From an optimization exercise on the open Yosys and OpenROAD flow, aimed at small area, a short achievable clock period and few clock cycles per item; shortcuts taken in it are not production practice.
In this exercise RTL edits were held to simulation tests only and were not proved equivalent to the original.
Power is estimated from default activity; no workload was simulated.

==> flow/design.v <==
package cepq_pkg;
    localparam logic ACT_PUSH = 1'b0;
    localparam logic ACT_POP  = 1'b1;
    localparam logic [2:0] ST_INSERTED  = 3'd0;
    localparam logic [2:0] ST_COALESCED = 3'd1;
    localparam logic [2:0] ST_DROPPED   = 3'd2;
    localparam logic [2:0] ST_POPPED    = 3'd3;
    localparam logic [2:0] ST_EMPTY     = 3'd4;
    typedef struct packed {
        logic        action;
        logic [2:0]  priority_req;
        logic [2:0]  msg_type;
        logic [15:0] item_id;
    } t_req;
    typedef struct packed {
        logic [2:0]  status;
        logic [2:0]  out_priority;
        logic [2:0]  out_type;
        logic [15:0] out_item_id;
        logic [4:0]  occupancy;
        logic        stay_awake;
    } t_rsp;
    typedef struct packed {
        logic [2:0]  prio;
        logic [2:0]  msg_type;
        logic [15:0] item_id;
    } t_entry;
    typedef struct packed {
        logic   insert;
        logic   pop;
        t_entry entry;
    } t_cell_ctrl;
    function automatic logic prio_gt(input logic [2:0] a, input logic [2:0] b);
        prio_gt = (a[2] & ~b[2])
                | (~(a[2] ^ b[2]) & ((a[1] & ~b[1]) | (~(a[1] ^ b[1]) & a[0] & ~b[0])));
    endfunction
endpackage
module cepq_cell (
    input  logic                   i_clk,
    input  logic                   i_take_hold,
    input  logic                   i_take_right,
    input  logic                   i_take_left,
    input  logic                   i_take_new,
    input  cepq_pkg::t_entry       i_left_entry,
    input  cepq_pkg::t_entry       i_right_entry,
    input  cepq_pkg::t_entry       i_new_entry,
    input  cepq_pkg::t_entry       i_cmp_entry,
    input  logic [2:0]             i_cmp_prio,
    output cepq_pkg::t_entry       o_entry,
    output logic                   o_eq,
    output logic                   o_gt
);
    cepq_pkg::t_entry r_entry;
    assign o_entry = r_entry;
    assign o_eq    = (r_entry == i_cmp_entry);
    assign o_gt    = cepq_pkg::prio_gt(r_entry.prio, i_cmp_prio);
    always_ff @(posedge i_clk) begin
        r_entry <= ({22{i_take_hold}}  & r_entry)
                 | ({22{i_take_right}} & i_right_entry)
                 | ({22{i_take_left}}  & i_left_entry)
                 | ({22{i_take_new}}   & i_new_entry);
    end
endmodule
module coalescing_priority_event_queue #(
    parameter int QUEUE_DEPTH = 16
) (
    input  logic              i_clk,
    input  logic              i_rst_n,
    input  logic              i_req_valid,
    output logic              o_req_stall,
    input  logic [22:0]       i_req,
    output logic              o_rsp_valid,
    input  logic              i_rsp_stall,
    output logic [30:0]       o_rsp
);
    localparam int N  = QUEUE_DEPTH;
    localparam int CW = $clog2(QUEUE_DEPTH + 1);
    cepq_pkg::t_req       w_a;
    cepq_pkg::t_entry     w_a_entry;
    logic                 r_b_valid;
    logic                 r_b_push;
    cepq_pkg::t_entry     r_b_entry;
    logic [N-1:0]         r_b_eq;        
    logic                 r_b_eq_head;   
    logic                 r_b_eq_next;   
    logic                 r_b_eq_ins;    
    logic                 r_q_ins;       
    logic                 r_q_pop;       
    logic                 r_q_do_ins;    
    logic                 r_q_do_pop;    
    logic [N-1:0]         r_q_ge;        
    cepq_pkg::t_entry     r_q_entry;     
    cepq_pkg::t_entry     r_q_popped;    
    logic                 r_q_valid;     
    logic [2:0]           r_q_status;
    logic [CW-1:0]        r_cnt;
    logic [N-1:0]         r_occ;         
    logic [N:0]           w_occ;
    logic                 r_awake;
    logic w_room, w_b_free, w_b_move;
    assign w_room      = !r_q_valid || !i_rsp_stall;
    assign w_b_free    = !r_b_valid || w_room;
    assign w_b_move    = r_b_valid && w_room;
    assign o_req_stall = !w_b_free;
    assign w_a = i_req;
    assign w_a_entry.prio     = w_a.priority_req;
    assign w_a_entry.msg_type = w_a.msg_type;
    assign w_a_entry.item_id  = w_a.item_id;
    logic [21:0]      w_entry [N];
    logic [N-1:0]     w_eq, w_gt;
    for (genvar g = 0; g < N; g++) begin : g_cell
        logic [21:0] w_left, w_right;
        logic        w_take_left, w_take_new;
        if (g == 0) begin : g_head
            assign w_left      = '0;
            assign w_take_left = 1'b0;
            assign w_take_new  = r_q_do_ins && r_q_ge[0];
        end else begin : g_mid
            assign w_left      = w_entry[g-1];
            assign w_take_left = r_q_do_ins && r_q_ge[g-1];
            assign w_take_new  = r_q_do_ins && r_q_ge[g] && !r_q_ge[g-1];
        end
        if (g == N - 1) begin : g_tail
            assign w_right = '0;
        end else begin : g_body
            assign w_right = w_entry[g+1];
        end
        cepq_cell u_cell (
            .i_clk         (i_clk),
            .i_take_hold   (!r_q_do_pop && !(r_q_do_ins && r_q_ge[g])),
            .i_take_right  (r_q_do_pop),
            .i_take_left   (w_take_left),
            .i_take_new    (w_take_new),
            .i_left_entry  (w_left),
            .i_right_entry (w_right),
            .i_new_entry   (r_q_entry),
            .i_cmp_entry   (w_a_entry),
            .i_cmp_prio    (r_b_entry.prio),
            .o_entry       (w_entry[g]),
            .o_eq          (w_eq[g]),
            .o_gt          (w_gt[g])
        );
    end
    assign w_occ = {1'b0, r_occ};
    logic         w_eq_q;
    logic [N-1:0] w_bn_eq;
    logic         w_bn_eq_head;
    assign w_eq_q = (r_q_entry == w_a_entry);
    always_comb begin
        for (int g = 0; g < N; g++) begin
            if (r_q_do_pop) begin
                w_bn_eq[g] = w_eq[g] && (g >= 2) && w_occ[(g >= 1) ? g-1 : 0];
            end else if (r_q_do_ins) begin
                w_bn_eq[g] = w_eq[g] && w_occ[(g < N) ? g+1 : N] && (g >= 1 || r_q_ge[0]);
            end else begin
                w_bn_eq[g] = w_eq[g] && (g >= 1) && w_occ[g];
            end
        end
        if (r_q_do_pop)
            w_bn_eq_head = w_eq[1] && w_occ[0];
        else if (r_q_do_ins && r_q_ge[0])
            w_bn_eq_head = w_eq_q;
        else
            w_bn_eq_head = w_eq[0] && w_occ[0];
    end
    logic [N-1:0] w_gtn, w_ge;
    logic         w_dup, w_full, w_empty, w_ins, w_pop;
    logic [2:0]   w_status;
    logic [CW-1:0] w_cnt_n, w_cnt_inc, w_cnt_dec;
    logic         w_awake_n;
    cepq_pkg::t_entry w_head;
    logic w_gt_q;
    assign w_gt_q = cepq_pkg::prio_gt(r_q_entry.prio, r_b_entry.prio);
    always_comb begin
        for (int g = 0; g < N; g++) begin
            if (r_q_do_pop) begin
                w_gtn[g] = (g < N-1) ? w_gt[(g < N-1) ? g+1 : 0] : 1'b0;
            end else if (r_q_do_ins) begin
                if (!r_q_ge[g])
                    w_gtn[g] = w_gt[g];
                else if (g == 0 || !r_q_ge[(g >= 1) ? g-1 : 0])
                    w_gtn[g] = w_gt_q;
                else
                    w_gtn[g] = w_gt[(g >= 1) ? g-1 : 0];
            end else begin
                w_gtn[g] = w_gt[g];
            end
            w_ge[g] = w_gtn[g] || !w_occ[g];
        end
    end
    always_comb begin
        if (r_q_do_pop)                   w_head = w_entry[1];
        else if (r_q_do_ins && r_q_ge[0]) w_head = r_q_entry;
        else                              w_head = w_entry[0];
    end
    assign w_dup     = (|r_b_eq) || r_b_eq_ins || (r_b_eq_head && !r_q_pop) || (r_b_eq_next && r_q_ins);
    assign w_full    = w_occ[N-1];
    assign w_empty   = !w_occ[0];
    assign w_ins     = r_b_push && !w_dup && !w_full;
    assign w_pop     = !r_b_push && !w_empty;
    always_comb begin
        logic all_one, all_zero;
        all_one  = 1'b1;
        all_zero = 1'b1;
        for (int i = 0; i < CW; i++) begin
            w_cnt_inc[i] = r_cnt[i] ^ all_one;
            w_cnt_dec[i] = r_cnt[i] ^ all_zero;
            all_one  = all_one & r_cnt[i];
            all_zero = all_zero & !r_cnt[i];
        end
    end
    always_comb begin
        if (r_b_push) begin
            if (w_dup)       w_status = cepq_pkg::ST_COALESCED;
            else if (w_full) w_status = cepq_pkg::ST_DROPPED;
            else             w_status = cepq_pkg::ST_INSERTED;
        end else begin
            if (w_empty)     w_status = cepq_pkg::ST_EMPTY;
            else             w_status = cepq_pkg::ST_POPPED;
        end
        if (w_ins)      w_cnt_n = w_cnt_inc;
        else if (w_pop) w_cnt_n = w_cnt_dec;
        else            w_cnt_n = r_cnt;
        if (r_b_push)     w_awake_n = 1'b1;
        else if (w_empty) w_awake_n = 1'b0;
        else              w_awake_n = r_awake;
    end
    always_ff @(posedge i_clk) begin
        if (!i_rst_n) begin
            r_b_valid  <= 1'b0;
            r_q_ins    <= 1'b0;
            r_q_pop    <= 1'b0;
            r_q_do_ins <= 1'b0;
            r_q_do_pop <= 1'b0;
            r_cnt      <= '0;
            r_occ      <= '0;
            r_awake    <= 1'b0;
            r_q_valid  <= 1'b0;
        end else begin
            if (w_b_free) begin
                r_b_valid <= i_req_valid;
                r_q_ins   <= w_b_move && w_ins;
                r_q_pop   <= w_b_move && w_pop;
            end
            r_q_do_ins <= w_b_move && w_ins;
            r_q_do_pop <= w_b_move && w_pop;
            if (w_b_move) begin
                r_cnt   <= w_cnt_n;
                if (w_ins)      r_occ <= {r_occ[N-2:0], 1'b1};
                else if (w_pop) r_occ <= {1'b0, r_occ[N-1:1]};
                r_awake <= w_awake_n;
            end
            if (w_room) r_q_valid <= r_b_valid;
        end
    end
    always_ff @(posedge i_clk) begin
        if (w_b_free) begin
            r_b_push    <= (w_a.action == cepq_pkg::ACT_PUSH);
            r_b_entry   <= w_a_entry;
            r_b_eq      <= w_bn_eq;
            r_b_eq_head <= w_bn_eq_head;
            r_b_eq_next <= (r_b_entry == w_a_entry);
            r_b_eq_ins  <= w_eq_q && r_q_do_ins && !r_q_ge[0];
        end
        r_q_ge    <= w_ge;
        r_q_entry <= r_b_entry;
        if (w_room) begin
            r_q_popped  <= w_pop ? w_head : '0;
            r_q_status  <= w_status;
        end
    end
    assign o_rsp_valid = r_q_valid;
    assign o_rsp       = {r_q_status, r_q_popped, 5'(r_cnt), r_awake};
endmodule
clock: 3.6 ns
lec_check: 0
cap_margin: 20
core_margin: 2
core_utilization: 50
setup_slack_margin: 1.6
slew_margin: 20
run.sh (not shown) runs the stock make flow with config.mk's settings and CLKGATE_MAP_FILE= SYNTH_SCRIPT=/design/flow/synth_recipe.tcl, a recipe that flattens the netlist after the stock synthesis.
Testbench counts at the start, summed over its fixed seeds: cycles 32,016, requests 32,000.
==> next run, changes <==
--- a/flow/design.v
+++ b/flow/design.v
@@ -100,9 +100,10 @@
     logic w_room, w_b_free, w_b_move;
     assign w_room      = !r_q_valid || !i_rsp_stall;
     assign w_b_free    = !r_b_valid || w_room;
     assign w_b_move    = r_b_valid && w_room;
-    assign o_req_stall = !w_b_free;
+    logic r_both_valid;
+    assign o_req_stall = r_both_valid && i_rsp_stall;
     assign w_a = i_req;
     assign w_a_entry.prio     = w_a.priority_req;
     assign w_a_entry.msg_type = w_a.msg_type;
     assign w_a_entry.item_id  = w_a.item_id;
@@ -235,8 +236,9 @@
             r_cnt      <= '0;
             r_occ      <= '0;
             r_awake    <= 1'b0;
             r_q_valid  <= 1'b0;
+            r_both_valid <= 1'b0;
         end else begin
             if (w_b_free) begin
                 r_b_valid <= i_req_valid;
                 r_q_ins   <= w_b_move && w_ins;
@@ -250,8 +252,10 @@
                 else if (w_pop) r_occ <= {1'b0, r_occ[N-1:1]};
                 r_awake <= w_awake_n;
             end
             if (w_room) r_q_valid <= r_b_valid;
+            r_both_valid <= (w_b_free ? i_req_valid : r_b_valid)
+                         && (w_room ? r_b_valid : r_q_valid);
         end
     end
     always_ff @(posedge i_clk) begin
         if (w_b_free) begin
The new run completed without violations.
Maximum frequency climbs slightly.
Via count climbs slightly.
Core utilization climbs by 0.82 points.
Clock power climbs by a few percent.
Count of clock-buffer cells in the layout climbs by 8.
Worst setup slack improved by 0.027 ns.
Cell area climbs slightly.
Die area drops slightly.
Routed wire length climbs slightly.
Power climbs slightly.
Hold slack got worse by 0.0046 ns.
Global-route usage climbs by 0.15 points.
Testbench counts after the change, summed over its fixed seeds: cycles 32,016, requests 32,000.

-- what the ideal ports hide --
The results above use ideal ports. As a check the final layouts listed here were re-extracted and re-timed, cells and wires unchanged. Step 1 (the two cells are an assumption about what drives the block):
set clk [get_ports {i_clk}]
set_driving_cell -lib_cell sky130_fd_sc_hd__clkbuf_16 $clk
set_driving_cell -lib_cell sky130_fd_sc_hd__buf_2 [delete_from_list [all_inputs] $clk]
Step 2 moves the port delays by t, midway between the first and last clock arrival at a register: inputs arrive t later, outputs are due t later. That takes back most of the time a late clock gives input paths. Slacks: no drivers / after step 1 / after step 2; pairs: no drivers / after step 1.
run | t (ns) | slack for setup (ns) | worst data-port slew with drivers (ns)
the first run | 0.692 | 1.438 / 1.420 / 0.896 | 0.04
the second run | 0.690 | 1.466 / 1.466 / 0.941 | 0.04
After both steps every run listed still meets setup and hold. The setup slack of the first run, which loses most, moves by -0.018 ns with the drivers and by -0.542 ns with both steps.
